This design comes from an exercise in tuning for small area on the open sky130 flow, not from production work.
In this exercise RTL edits were held to simulation tests only and were not proved equivalent to the original.

==> 01-11 <==
==> flow/design.v <==
`default_nettype none
module fir_cmem_bank (
   input  logic        clk,
   input  logic        rst_n,
   input  logic        CEN,
   input  logic        WEN,
   input  logic [5:0]  A,
   input  logic [0:0]  BA,
   input  logic [15:0] D,
   output logic [15:0] Q,
   output logic        wr_drop,
   input  logic        swap_req,
   input  logic [0:0]  swap_bank,
   output logic [0:0]  act_bank,
   input  logic        start,
   output logic        busy,
   output logic        c_valid,
   output logic [5:0]  c_idx,
   output logic [15:0] c_data,
   output logic        c_last
);
   logic [15:0]  mem_q [128];
   logic         pend_q, pend_bank_q;
   logic [5:0]   cnt_q;
   logic         run, go, wr_hit_act, wr_en, rd_en, frame_end;
   logic [127:0] wsel, hsel, ssel;
   logic [15:0]  hword, sword;
   assign run        = busy && !c_last;
   assign go         = start && !busy;
   assign frame_end  = run && (cnt_q == 6'd63);
   assign wr_hit_act = busy && (BA == act_bank);
   assign wr_en      = !CEN && !WEN && !wr_hit_act;
   assign rd_en      = !CEN && WEN;
   cm_dec7rw u_hdec (.a({BA, A}), .we(wr_en), .rsel(hsel), .wsel(wsel));
   cm_dec7   u_sdec (.a({act_bank, cnt_q}), .sel(ssel));
   assign c_idx = cnt_q - 6'd1;
   for (genvar b = 0; b < 16; b++) begin : g_bit
      logic [127:0] col;
      for (genvar w = 0; w < 128; w++) begin : g_w
         assign col[w] = mem_q[w][b];
      end
      cm_rd128 u_h (.sel(hsel), .d(col), .y(hword[b]));
      cm_rd128 u_s (.sel(ssel), .d(col), .y(sword[b]));
   end
   always_ff @(posedge clk) begin
      for (int w = 0; w < 128; w++)
         if (wsel[w]) mem_q[w] <= D;
   end
   always_ff @(posedge clk) begin
      cnt_q  <= busy ? cnt_q + 6'd1 : 6'd0;
      c_data <= sword;
   end
   always_ff @(posedge clk) begin
      if (!rst_n) begin
         pend_q      <= 1'b0;
         pend_bank_q <= 1'b0;
         act_bank    <= 1'b0;
         busy        <= 1'b0;
         Q           <= '0;
         wr_drop     <= 1'b0;
         c_valid     <= 1'b0;
         c_last      <= 1'b0;
      end else begin
         busy    <= go || run;
         c_valid <= run;
         c_last  <= frame_end;
         wr_drop <= !CEN && !WEN && wr_hit_act;
         if (rd_en) Q <= hword;
         if (run && !frame_end) begin
            if (swap_req) begin
               pend_q      <= 1'b1;
               pend_bank_q <= swap_bank;
            end
         end else begin
            pend_q <= 1'b0;
            if (swap_req)    act_bank <= swap_bank;
            else if (pend_q) act_bank <= pend_bank_q;
         end
      end
   end
endmodule
module cm_dec7 (
   input  logic [6:0]   a,
   output logic [127:0] sel
);
   logic [7:0]  lo;
   logic [15:0] hi;
   always_comb begin
      for (int i = 0; i < 8; i++)  lo[i] = (a[2:0] == 3'(i));
      for (int j = 0; j < 16; j++) hi[j] = (a[6:3] == 4'(j));
   end
   for (genvar w = 0; w < 128; w++) begin : g_w
      cm_and2 u (.a(lo[w % 8]), .b(hi[w / 8]), .y(sel[w]));
   end
endmodule
module cm_dec7rw (
   input  logic [6:0]   a,
   input  logic         we,
   output logic [127:0] rsel,
   output logic [127:0] wsel
);
   logic [7:0]  lo, lw;
   logic [15:0] hi;
   always_comb begin
      for (int i = 0; i < 8; i++) begin
         lo[i] = (a[2:0] == 3'(i));
         lw[i] = we && (a[2:0] == 3'(i));
      end
      for (int j = 0; j < 16; j++) hi[j] = (a[6:3] == 4'(j));
   end
   for (genvar w = 0; w < 128; w++) begin : g_w
      cm_and2 u_r (.a(lo[w % 8]), .b(hi[w / 8]), .y(rsel[w]));
      cm_and2 u_w (.a(lw[w % 8]), .b(hi[w / 8]), .y(wsel[w]));
   end
endmodule
module cm_rd128 (
   input  logic [127:0] sel,
   input  logic [127:0] d,
   output logic         y
);
   logic [41:0] l1;
   for (genvar k = 0; k < 42; k++) begin : g_l1
      cm_aoi222 u (.a1(sel[3*k]), .a2(d[3*k]), .b1(sel[3*k+1]), .b2(d[3*k+1]),
                   .c1(sel[3*k+2]), .c2(d[3*k+2]), .y(l1[k]));
   end
   cm_rdtail u_t (.l1(l1), .sel(sel[127:126]), .d(d[127:126]), .y(y));
endmodule
module cm_aoi222 (input logic a1, a2, b1, b2, c1, c2, output logic y);
   assign y = !((a1 && a2) || (b1 && b2) || (c1 && c2));
endmodule
module cm_rdtail (
   input  logic [41:0] l1,
   input  logic [1:0]  sel,
   input  logic [1:0]  d,
   output logic        y
);
   assign y = !(&l1) || (|(sel & d));
endmodule
module cm_and2 (input logic a, b, output logic y);
   assign y = a && b;
endmodule
`default_nettype wire
==> flow/run.sh <==
#!/bin/bash
# synth_recipe.tcl (not shown) runs the flow's synth.tcl, then flattens the netlist and writes it again
# the make line also repeats each setting of config.mk as NAME=value (left out here)
make -C /OpenROAD-flow-scripts/flow DESIGN_CONFIG=/design/flow/config.mk WORK_HOME=/design/flow/orfs CLKGATE_MAP_FILE= SYNTH_SCRIPT=/design/flow/synth_recipe.tcl finish
==> flow/config.mk <==
export PLATFORM = sky130hd
export DESIGN_NAME = fir_cmem_bank
export DESIGN_NICKNAME = fir_cmem_bank
export VERILOG_FILES = /design/flow/design.v
export SDC_FILE = /design/flow/constraint.sdc
export NUM_CORES = 4
export LEC_CHECK = 0
export CAP_MARGIN = 20
export CORE_MARGIN = 2
export CORE_UTILIZATION = 45
export CTS_BUF_LIST = sky130_fd_sc_hd__clkbuf_8
export CTS_CLUSTER_DIAMETER = 60
export CTS_CLUSTER_SIZE = 12
export GPL_TIMING_DRIVEN = 0
export SLEW_MARGIN = 20
==> flow/constraint.sdc <==
create_clock -name core_clock -period 6.0 [get_ports {clk}]
set_input_delay 1.2000 -clock core_clock [delete_from_list [all_inputs] [get_ports {clk}]]
set_output_delay 1.2000 -clock core_clock [all_outputs]
set_load 0.01 [all_outputs]
==> 03-10: changes against 01-11 <==
--- a/flow/design.v
+++ b/flow/design.v
@@ -23,7 +23,8 @@
    logic         pend_q, pend_bank_q;
    logic [5:0]   cnt_q;
    logic         run, go, wr_hit_act, wr_en, rd_en, frame_end;
-   logic [127:0] wsel, hsel, ssel;
+   logic [127:0] wsel, wsel_n, hsel, ssel;
+   logic [15:0]  mem_d [128];
    logic [15:0]  hword, sword;
    assign run        = busy && !c_last;
    assign go         = start && !busy;
@@ -31,7 +32,7 @@
    assign wr_hit_act = busy && (BA == act_bank);
    assign wr_en      = !CEN && !WEN && !wr_hit_act;
    assign rd_en      = !CEN && WEN;
-   cm_dec7rw u_hdec (.a({BA, A}), .we(wr_en), .rsel(hsel), .wsel(wsel));
+   cm_dec7rw u_hdec (.a({BA, A}), .we(wr_en), .rsel(hsel), .wsel(wsel), .wsel_n(wsel_n));
    cm_dec7   u_sdec (.a({act_bank, cnt_q}), .sel(ssel));
    assign c_idx = cnt_q - 6'd1;
    for (genvar b = 0; b < 16; b++) begin : g_bit
@@ -42,9 +43,13 @@
       cm_rd128 u_h (.sel(hsel), .d(col), .y(hword[b]));
       cm_rd128 u_s (.sel(ssel), .d(col), .y(sword[b]));
    end
+   for (genvar w = 0; w < 128; w++) begin : g_st
+      for (genvar b = 0; b < 16; b++) begin : g_b
+         cm_ao22 u (.a1(wsel[w]), .a2(D[b]), .b1(wsel_n[w]), .b2(mem_q[w][b]), .y(mem_d[w][b]));
+      end
+   end
    always_ff @(posedge clk) begin
-      for (int w = 0; w < 128; w++)
-         if (wsel[w]) mem_q[w] <= D;
+      for (int w = 0; w < 128; w++) mem_q[w] <= mem_d[w];
    end
    always_ff @(posedge clk) begin
       cnt_q  <= busy ? cnt_q + 6'd1 : 6'd0;
@@ -97,7 +102,8 @@
    input  logic [6:0]   a,
    input  logic         we,
    output logic [127:0] rsel,
-   output logic [127:0] wsel
+   output logic [127:0] wsel,
+   output logic [127:0] wsel_n
 );
    logic [7:0]  lo, lw;
    logic [15:0] hi;
@@ -110,7 +116,8 @@
    end
    for (genvar w = 0; w < 128; w++) begin : g_w
       cm_and2 u_r (.a(lo[w % 8]), .b(hi[w / 8]), .y(rsel[w]));
-      cm_and2 u_w (.a(lw[w % 8]), .b(hi[w / 8]), .y(wsel[w]));
+      cm_and2  u_w (.a(lw[w % 8]), .b(hi[w / 8]), .y(wsel[w]));
+      cm_inv   u_n (.a(wsel[w]), .y(wsel_n[w]));
    end
 endmodule
 module cm_rd128 (
@@ -134,9 +141,39 @@
    input  logic [1:0]  d,
    output logic        y
 );
-   assign y = !(&l1) || (|(sel & d));
+   logic [10:0] p;
+   logic [1:0]  n;
+   logic [2:0]  r;
+   cm_nand2 u_n0 (.a(sel[0]), .b(d[0]), .y(n[0]));
+   cm_nand2 u_n1 (.a(sel[1]), .b(d[1]), .y(n[1]));
+   for (genvar k = 0; k < 10; k++) begin : g_p
+      cm_nand4 u (.a(l1[4*k]), .b(l1[4*k+1]), .c(l1[4*k+2]), .d(l1[4*k+3]), .y(p[k]));
+   end
+   cm_nand4 u_p10 (.a(l1[40]), .b(l1[41]), .c(n[0]), .d(n[1]), .y(p[10]));
+   cm_or4 u_r0 (.a(p[0]), .b(p[1]), .c(p[2]), .d(p[3]), .y(r[0]));
+   cm_or4 u_r1 (.a(p[4]), .b(p[5]), .c(p[6]), .d(p[7]), .y(r[1]));
+   cm_or3 u_r2 (.a(p[8]), .b(p[9]), .c(p[10]), .y(r[2]));
+   cm_or3 u_y  (.a(r[0]), .b(r[1]), .c(r[2]), .y(y));
+endmodule
+module cm_nand2 (input logic a, b, output logic y);
+   assign y = !(a && b);
+endmodule
+module cm_nand4 (input logic a, b, c, d, output logic y);
+   assign y = !(a && b && c && d);
+endmodule
+module cm_or4 (input logic a, b, c, d, output logic y);
+   assign y = a || b || c || d;
+endmodule
+module cm_or3 (input logic a, b, c, output logic y);
+   assign y = a || b || c;
 endmodule
 module cm_and2 (input logic a, b, output logic y);
    assign y = a && b;
 endmodule
+module cm_inv (input logic a, output logic y);
+   assign y = !a;
+endmodule
+module cm_ao22 (input logic a1, a2, b1, b2, output logic y);
+   assign y = (a1 && a2) || (b1 && b2);
+endmodule
 `default_nettype wire
Settings changed: CORE_UTILIZATION 45 to 55, SYNTH_HIERARCHICAL from default to 1, SYNTH_MINIMUM_KEEP_SIZE from default to 0.
==> summary of the runs <==
03-10 completed with no timing, DRC or antenna violations. 01-11 aborted during global routing, error GRT-0116.
Of 01-11 and 03-10, 01-11 has the higher area after synthesis (gap 11%, measured against 03-10).
Synthesized cell count: 03-10 is larger than 01-11 (6.0%).
==> figures <==
| quantity | 03-10 | 01-11 |
|---|---|---|
| Result of the run | timing/DRC/antenna clean | did not finish |
| Last stage reached | - | global routing |
| Count leader, synth | dfxtp_1 | edfxtp_1 |
| Syn. warnings | 12 | 4 |
| Distinct cells, synth | 42 | 87 |
| Number of buffers inserted during clock tree synthesis | 195 | 206 |
| Number of cells after detailed placement | 8,772 | 10,050 |
| Sequential area share after synthesis | 51.83% | 69.34% |
| Multiplexer share of the synthesized area | 0.01238% | 0.7647% |
| Post-synthesis instance total | 6,719 | 6,339 |
| X dimension of the die | 387.4 um | 451.2 um |
| Nets in the synthesized netlist | 6,751 | 6,376 |
| Number of standard-cell rows in the floorplan | 140 | 164 |
| Mean post-synth cell area | 12.03 sq um | 14.20 sq um |
| Netlist Area Pre-Place | 80,840 sq um | 89,990 sq um |
| Synth Area in Adders | 0.03095% | 0.09733% |
| Number of input and output port buffers inserted | 72 | 71 |
| Count of flip-flops with a built-in enable after synthesis | 0 | 2,048 |
| Yosys top cell by area | dfxtp_1 | edfxtp_1 |
| Compound-cell area share of the yosys netlist | 39.06% | 18.99% |

-- separate check: timing with driven ports --
In the flow no input, the clock included, has a driving cell. The finished layout below was timed again as built, in two steps. Step 1 (the two cells are an assumption about what drives the block):
set clk [get_ports {clk}]
set_driving_cell -lib_cell sky130_fd_sc_hd__clkbuf_16 $clk
set_driving_cell -lib_cell sky130_fd_sc_hd__buf_2 [delete_from_list [all_inputs] $clk]
Step 2 moves the port delays by t, midway between the first and last clock arrival at a register: inputs arrive t later, outputs are due t later. That takes back most of the time a late clock gives input paths. a / b / c = ideal / step 1 / step 2; a / b = the first two.
run: 03-10
shift t [ns]: 1.023
slack for setup (ns): 0.480 / 0.528 / -0.495
worst register clock-pin slew, ns: 0.10 / 0.10
worst data-port slew with drivers (ns): 0.39
Met with ideal ports but missed after step 2: setup timing in 03-10. The setup slack of 03-10 moves by +0.048 ns with the drivers and by -0.975 ns with both steps.
